From an optimization exercise on the open Yosys and OpenROAD flow, aimed at small area, a short achievable clock period and few clock cycles per item; shortcuts taken in it are not production practice.
At most, simulation tests tie the RTL to the original design; equivalence was not proved.

Design sha_256_stream_core, start of the top module:
module sha_256_stream_core #(
  parameter int ROUNDS_PER_CYCLE = 1,
  parameter bit ENABLE_SHA224 = 1
) (
  input  logic         clk,
  input  logic         rst,
  input  logic         ena,
  input  logic [511:0] input_data,
  input  logic         input_valid,
  input  logic         input_first,
  input  logic         input_last,
  input  logic         mode_224,
  output logic         input_ready,
  output logic [255:0] output_hash,
  output logic         output_valid,
  input  logic         output_ready
);
==> flow/config.mk <==
export PLATFORM = sky130hd
export DESIGN_NAME = sha_256_stream_core
export DESIGN_NICKNAME = sha_256_stream_core
export VERILOG_FILES = /design/flow/design.v
export SDC_FILE = /design/flow/constraint.sdc
export NUM_CORES = 4
export LEC_CHECK = 0
export CAP_MARGIN = 20
export CORE_MARGIN = 2
export CORE_UTILIZATION = 55
export CTS_CLUSTER_DIAMETER = 90
export CTS_CLUSTER_SIZE = 25
export SETUP_SLACK_MARGIN = 5
export SLEW_MARGIN = 20
export SYNTH_HIERARCHICAL = 1
==> flow/constraint.sdc <==
create_clock -name core_clock -period 9.5 [get_ports {clk}]
set_input_delay 1.9000 -clock core_clock [delete_from_list [all_inputs] [get_ports {clk}]]
set_output_delay 1.9000 -clock core_clock [all_outputs]
set_load 0.01 [all_outputs]
standard.sh (not shown) runs the stock make flow with config.mk's settings and CLKGATE_MAP_FILE= SYNTH_SCRIPT=/design/flow/synth_recipe.tcl, a recipe that flattens the netlist after the stock synthesis.
==> flow/flow/run.sh <==
#!/bin/bash
# The standard layout (standard synthesis, floorplan, placement, CTS, routing), except that
# the input and output ports are buffered with sky130_fd_sc_hd__buf_1 instead of the delay
# buffer buffer_ports picks by default.
set -euo pipefail
bash standard.sh "BUFFER_PORTS_ARGS=-buffer_cell sky130_fd_sc_hd__buf_1" finish > orfs_make.log 2>&1
Rerun with:
--- a/flow/design.v
+++ b/flow/design.v
@@ -210,23 +210,21 @@
   assign mj = maj(a, b, c);
   assign {u_s, u_c} = csa(p, ch, s1);
   assign {e_s, e_c} = csa(d, u_s, u_c);
   assign {x_s, x_c} = csa(mj, u_c, u_s);
   assign {y_s, y_c} = csa(x_c, x_s, s0);
   sha_add32 u_adde (.x(e_s), .y(e_c), .s(ne));
   sha_add32 u_adda (.x(y_s), .y(y_c), .s(na));
   logic [31:0] gop, cop, p_s, p_c;
   logic [5:0] ki;
   assign ki = t == 7'd63 ? 6'd0 : t == 7'd64 ? 6'd1 : 6'(t + 7'd2);
-  logic gsg, gs2, gs3, gs6, gs4;
-  assign gop = {32{gsg}} & g | {32{gs2}} & he[2] | {32{gs3}} & he[3]
-             | {32{gs6}} & ivw(1'b0, 3'd7) | {32{gs4}} & ivw(1'b1, 3'd7);
+  assign gop = !ld ? g : nfirst ? ivw(nmode, 3'd7) : hen[3];
   assign cop = nfirst ? ivw(nmode, 3'd3) : han[3];
   assign p_s = gop ^ kk ^ w[15];
   assign p_c = {maj(gop, kk, w[15]), 1'b0};
   logic [31:0] sg0, sg1, w_s, w_c, v_s, v_c, wn, win;
   assign sg0 = ror(w[1], 7) ^ ror(w[1], 18) ^ (w[1] >> 3);
   assign sg1 = ror(w[14], 17) ^ ror(w[14], 19) ^ (w[14] >> 10);
   assign w_s = sg1 ^ w[9] ^ sg0;
   assign w_c = {maj(sg1, w[9], sg0), 1'b0};
   assign v_s = w_s ^ w_c ^ w[0];
   assign v_c = {maj(w_s, w_c, w[0]), 1'b0};
@@ -286,25 +284,20 @@
         t <= t + 7'd1;
         if (t == 7'd13) inph <= 1'b0;
       end
     end
   end
   always_ff @(posedge clk) begin
     wi <= t == 7'd62 ? 4'd0 : wi + 4'd1;
     kk <= kc(ki);
     fk <= fkn;
     ivs <= cfirst ? 8'b1 << {mmode, fkn} : 8'b0;
-    gsg <= rst || t != 7'd63;
-    gs2 <= !rst && t == 7'd63 && !input_first && cmt;
-    gs3 <= !rst && t == 7'd63 && !input_first && !cmt;
-    gs6 <= !rst && t == 7'd63 && input_first && !mode_224;
-    gs4 <= !rst && t == 7'd63 && input_first && mode_224;
     if (t == 7'd63) begin
       nfirst <= input_first;
       nmode <= mode_224;
       nlast <= input_last;
     end
     if (ld) begin
       if (push && clast) omode <= mmode;
       if (nb) begin
         cfirst <= nfirst;
         clast <= nlast;
The changed run finished with timing, DRC and antenna clean. Wire length fell by about 2.7%. Worst setup slack improves by 0.13 ns. Final cell count rose by 1.1%.
Testbench counts after the change, summed over its fixed seeds: cycles 39,942, blocks 614.
Function not checked in the first run of this note: the RTL went through the layout flow alone.

[static timing again, ports no longer ideal]
How much do the figures lean on ideal ports? The routed layouts below were timed once more, with nothing changed but the port constraints.
Step 1: set_driving_cell puts a clkbuf_16 on clk and a buf_2 on each other input, an assumption about the parent block.
Step 2 times the ports against the registers' clock, not the clock port: input delays grow and output delays shrink by t, the midpoint of the rising clock arrivals with the driver on.
Slacks: ideal ports / drivers / drivers and shift; pairs: ideal ports / drivers.
| run | shift t [ns] | slack for setup (ns) | clock arrival spread, ns | worst slew at a driven data input, ns | cell pins on the clock port's net |
|---|---|---|---|---|---|
| the first run | 0.770 | 4.844 / 4.844 / 4.844 | 0.077 / 0.077 | 0.24 | 1 |
| the second run | 0.791 | 4.976 / 4.976 / 4.976 | 0.075 / 0.075 | 0.26 | 1 |
After both steps every run listed still meets setup and hold.
